This is an optimization exercise on Yosys and OpenROAD, whose aim is small area, a short achievable clock period and few clock cycles per item, not a production implementation. Power is estimated from default activity; no workload was simulated.

== P ==
==> flow/design.v <==
package fol_pkg;
  localparam int unsigned KEY_W       = 8;
  localparam int unsigned POS_W       = 3;
  localparam int unsigned HIT_COUNT_W = 16;
  localparam int unsigned ENTRIES     = 8;
endpackage
module fol_ctrl (
  input  logic clk_i,
  input  logic rst_ni,
  input  logic in_valid_i,
  output logic in_ready_o,
  output logic out_valid_o,
  input  logic out_ready_i,
  output logic k_load_o,    
  output logic k_from2_o,   
  output logic k2_load_o,   
  output logic l_load_o,    
  output logic fire_o,      
  output logic l_valid_o    
);
  logic k2v_q, kv_q, lv_q, ov_q;
  logic accept, l_free;
  assign in_ready_o = !k2v_q;
  assign accept     = in_valid_i && !k2v_q;
  assign fire_o     = lv_q && (!ov_q || out_ready_i);
  assign l_free     = !lv_q || fire_o;
  assign l_load_o   = l_free;
  assign k_load_o   = !kv_q || l_free;
  assign k_from2_o  = k2v_q;
  assign k2_load_o  = accept && kv_q && !l_free;
  always_ff @(posedge clk_i or negedge rst_ni) begin
    if (!rst_ni) begin
      k2v_q <= 1'b0;
      kv_q  <= 1'b0;
      lv_q  <= 1'b0;
      ov_q  <= 1'b0;
    end else begin
      if (k_load_o) kv_q <= k2v_q || accept;
      if (k_load_o) k2v_q <= 1'b0;
      else if (accept) k2v_q <= 1'b1;
      if (l_free) lv_q <= kv_q;
      if (fire_o) ov_q <= 1'b1;
      else if (out_ready_i) ov_q <= 1'b0;
    end
  end
  assign out_valid_o = ov_q;
  assign l_valid_o   = lv_q;
endmodule
module fol_datapath (
  input  logic                              clk_i,
  input  logic                              rst_ni,
  input  logic                              k_load_i,
  input  logic                              k_from2_i,
  input  logic                              k2_load_i,
  input  logic                              l_load_i,
  input  logic                              fire_i,
  input  logic                              l_valid_i,
  input  logic [fol_pkg::KEY_W-1:0]         key_i,
  output logic                              hit_o,
  output logic [fol_pkg::POS_W-1:0]         old_position_o,
  output logic [fol_pkg::POS_W-1:0]         new_position_o,
  output logic [fol_pkg::HIT_COUNT_W-1:0]   hit_count_o
);
  localparam int unsigned N  = fol_pkg::ENTRIES;
  localparam int unsigned PW = fol_pkg::POS_W;
  localparam int unsigned CW = fol_pkg::HIT_COUNT_W;
  function automatic logic gt_f(input logic [CW-1:0] a, input logic [CW-1:0] b);
    logic [CW-1:0] g, l;
    g = a & ~b;
    l = ~a & b;
    for (int s = 1; s < CW; s = s * 2)
      for (int i = 0; i + s < CW; i = i + 2 * s) begin
        g[i] = g[i + s] | (!l[i + s] & g[i]);
        l[i] = l[i + s] | (!g[i + s] & l[i]);
      end
    gt_f = g[0];
  endfunction
  logic [3:0]    k2_q, k_q;       
  logic [3:0]    l_q;             
  logic [CW:0]   cinc_q;          
  logic [PW-1:0] skey_q [N];      
  logic [CW-1:0] scnt_q [N];      
  logic [3:0]    key_code, k_d;
  logic [CW-1:0] c_k, c_new;
  logic [CW:0]   cinc_d;
  logic [N-1:0]  kmatch, match, le_p, t2, rng, e, q1, at_d;
  logic          hit;
  logic [PW-1:0] p, d;
  assign key_code = {(key_i >= fol_pkg::KEY_W'(1)) && (key_i <= fol_pkg::KEY_W'(N)),
                     PW'(key_i - fol_pkg::KEY_W'(1))};
  assign k_d = k_from2_i ? k2_q : key_code;
  always_ff @(posedge clk_i) begin
    if (k2_load_i) k2_q <= key_code;
    if (k_load_i)  k_q  <= k_d;
  end
  always_comb begin
    c_k = '0;
    for (int i = 0; i < N; i++) begin
      kmatch[i] = k_q[3] && (skey_q[i] == k_q[2:0]);
      c_k       = c_k | (scnt_q[i] & {CW{kmatch[i]}});
    end
    cinc_d = {1'b0, (l_valid_i && l_q[3] && k_q[3] && (l_q[2:0] == k_q[2:0])) ? c_new : c_k}
             + (CW+1)'(1);
  end
  always_ff @(posedge clk_i) begin
    if (l_load_i) begin
      l_q    <= k_q;
      cinc_q <= cinc_d;
    end
  end
  always_comb begin
    hit   = l_q[3];
    c_new = cinc_q[CW-1:0] | {CW{cinc_q[CW]}};
    for (int i = 0; i < N; i++) begin
      match[i] = hit && (skey_q[i] == l_q[2:0]);
      t2[i]    = hit && !cinc_q[CW] && gt_f(scnt_q[i], cinc_q[CW-1:0]);
    end
    for (int i = 0; i < N; i++) begin
      le_p[i] = 1'b0;
      for (int m = i; m < N; m++) le_p[i] = le_p[i] | match[m];
    end
    for (int i = 0; i < N; i++) begin
      rng[i]  = le_p[i] && !t2[i];
      e[i]    = rng[i] && (scnt_q[i][0] ^ cinc_q[0]);
      q1[i]   = e[i] && !((i > 0) && e[(i + N - 1) % N]);
      at_d[i] = rng[i] && ((i == 0) || t2[(i + N - 1) % N]);
    end
    p[2] = match[4] | match[5] | match[6] | match[7];
    p[1] = match[2] | match[3] | match[6] | match[7];
    p[0] = match[1] | match[3] | match[5] | match[7];
    d[2] = t2[3];
    d[1] = (t2[1] & !t2[3]) | t2[5];
    d[0] = (t2[0] & !t2[1]) | (t2[2] & !t2[3]) | (t2[4] & !t2[5]) | t2[6];
  end
  always_ff @(posedge clk_i or negedge rst_ni) begin
    if (!rst_ni) begin
      for (int i = 0; i < N; i++) begin
        skey_q[i] <= PW'(i);
        scnt_q[i] <= '0;
      end
    end else if (fire_i) begin
      for (int i = 0; i < N; i++) begin
        if (q1[i]) scnt_q[i] <= c_new;
        if (at_d[i])      skey_q[i] <= l_q[2:0];
        else if (rng[i])  skey_q[i] <= skey_q[(i + N - 1) % N];
      end
    end
  end
  logic                hit_q;
  logic [PW-1:0]       old_q, new_q;
  logic [CW-1:0]       hc_q;
  always_ff @(posedge clk_i) begin
    if (fire_i) begin
      hit_q <= hit;
      old_q <= p;
      new_q <= d;
      hc_q  <= c_new & {CW{hit}};
    end
  end
  assign hit_o          = hit_q;
  assign old_position_o = old_q;
  assign new_position_o = new_q;
  assign hit_count_o    = hc_q;
endmodule
module frequency_ordered_list_top (
  input  logic                              clk_i,
  input  logic                              rst_ni,
  input  logic                              in_valid_i,
  output logic                              in_ready_o,
  input  logic [fol_pkg::KEY_W-1:0]         in_key_i,
  output logic                              out_valid_o,
  input  logic                              out_ready_i,
  output logic                              out_hit_o,
  output logic [fol_pkg::POS_W-1:0]         out_old_position_o,
  output logic [fol_pkg::POS_W-1:0]         out_new_position_o,
  output logic [fol_pkg::HIT_COUNT_W-1:0]   out_hit_count_o
);
  logic k_load, k_from2, k2_load, l_load, fire, l_valid;
  fol_ctrl u_ctrl (
    .clk_i      (clk_i),
    .rst_ni     (rst_ni),
    .in_valid_i (in_valid_i),
    .in_ready_o (in_ready_o),
    .out_valid_o(out_valid_o),
    .out_ready_i(out_ready_i),
    .k_load_o   (k_load),
    .k_from2_o  (k_from2),
    .k2_load_o  (k2_load),
    .l_load_o   (l_load),
    .fire_o     (fire),
    .l_valid_o  (l_valid)
  );
  fol_datapath u_dp (
    .clk_i         (clk_i),
    .rst_ni        (rst_ni),
    .k_load_i      (k_load),
    .k_from2_i     (k_from2),
    .k2_load_i     (k2_load),
    .l_load_i      (l_load),
    .fire_i        (fire),
    .l_valid_i     (l_valid),
    .key_i         (in_key_i),
    .hit_o         (out_hit_o),
    .old_position_o(out_old_position_o),
    .new_position_o(out_new_position_o),
    .hit_count_o   (out_hit_count_o)
  );
endmodule
clock: 5.0 ns
lec_check: 0
cap_margin: 20
core_margin: 2
core_utilization: 40
setup_slack_margin: 0.3
slew_margin: 20
run.sh (not shown) runs the stock make flow with config.mk's settings and CLKGATE_MAP_FILE= SYNTH_SCRIPT=/design/flow/synth_recipe.tcl, a recipe that flattens the netlist after the stock synthesis.
P reached the final stage; the timing, design-rule and antenna checks on its layout passed.
Modified inputs, Q compared to P
--- a/flow/design.v
+++ b/flow/design.v
@@ -16,6 +16,5 @@
   output logic k2_load_o,   
   output logic l_load_o,    
-  output logic fire_o,      
-  output logic l_valid_o    
+  output logic fire_o       
 );
   logic k2v_q, kv_q, lv_q, ov_q;
@@ -45,5 +44,4 @@
   end
   assign out_valid_o = ov_q;
-  assign l_valid_o   = lv_q;
 endmodule
 module fol_datapath (
@@ -55,5 +53,4 @@
   input  logic                              l_load_i,
   input  logic                              fire_i,
-  input  logic                              l_valid_i,
   input  logic [fol_pkg::KEY_W-1:0]         key_i,
   output logic                              hit_o,
@@ -100,6 +97,7 @@
       c_k       = c_k | (scnt_q[i] & {CW{kmatch[i]}});
     end
-    cinc_d = {1'b0, (l_valid_i && l_q[3] && k_q[3] && (l_q[2:0] == k_q[2:0])) ? c_new : c_k}
-             + (CW+1)'(1);
+    cinc_d = (fire_i && l_q[3] && k_q[3] && (l_q[2:0] == k_q[2:0]))
+             ? {1'b0, c_new} + (CW+1)'(1)
+             : {1'b0, c_k} + (CW+1)'(1);
   end
   always_ff @(posedge clk_i) begin
@@ -176,5 +174,5 @@
   output logic [fol_pkg::HIT_COUNT_W-1:0]   out_hit_count_o
 );
-  logic k_load, k_from2, k2_load, l_load, fire, l_valid;
+  logic k_load, k_from2, k2_load, l_load, fire;
   fol_ctrl u_ctrl (
     .clk_i      (clk_i),
@@ -188,6 +186,5 @@
     .k2_load_o  (k2_load),
     .l_load_o   (l_load),
-    .fire_o     (fire),
-    .l_valid_o  (l_valid)
+    .fire_o     (fire)
   );
   fol_datapath u_dp (
@@ -199,5 +196,4 @@
     .l_load_i      (l_load),
     .fire_i        (fire),
-    .l_valid_i     (l_valid),
     .key_i         (in_key_i),
     .hit_o         (out_hit_o),
--- outcome ---
Having completed the whole flow, Q delivered a layout that passed the timing, design-rule and antenna checks. Sequential share of layout area: Q < P. Q leaves more setup margin than P. Q vs P — via total after detailed routing dropped about 0.5%. Compared with P, Q shows wire length per cell lower by about 4.3%. Delta(number of nets in the synthesized netlist, Q - P) > 0. On leftover overflow at the end of global routing, P tracks Q almost exactly. Looking at sequential cell area fraction in the yosys report, Q sits 0.60 points lower than P does. Q: post-layout total power 3.4% above P. Going from P to Q, xor-xnor portion of the synthesized cell area shrinks by 0.23 points. Between P and Q, the synthesized area divided by synthesized cell count is higher for Q. Summary: with P as the reference, horizontal extent of the die in Q moved up slightly. Non-clock buffer count in Q is 14 higher than in P. Cell area: higher on Q.
No functional check of the RTL was part of any run of this note.

[separate check: timing with driven ports]
In the flow no input, the clock included, has a driving cell. The finished layouts below were timed again as built, in two steps. Step 1 assumes that a clkbuf_16 drives the clock port and a buf_2 every other input. Step 2 times the ports against the registers' clock, not the clock port: input delays grow and output delays shrink by t, the midpoint of the rising clock arrivals with the driver on. Slacks: ideal ports / drivers / drivers and shift; pairs: ideal ports / drivers.
run | shift t [ns] | slack for setup (ns) | clock arrival spread, ns
P | 0.587 | 0.785 / 0.785 / 0.785 | 0.021 / 0.021
Q | 0.581 | 1.064 / 1.064 / 0.898 | 0.018 / 0.019
After both steps setup and hold are still met in every run listed. The setup slack of Q, which loses most, moves by 0.000 ns with the drivers and by -0.166 ns with both steps.
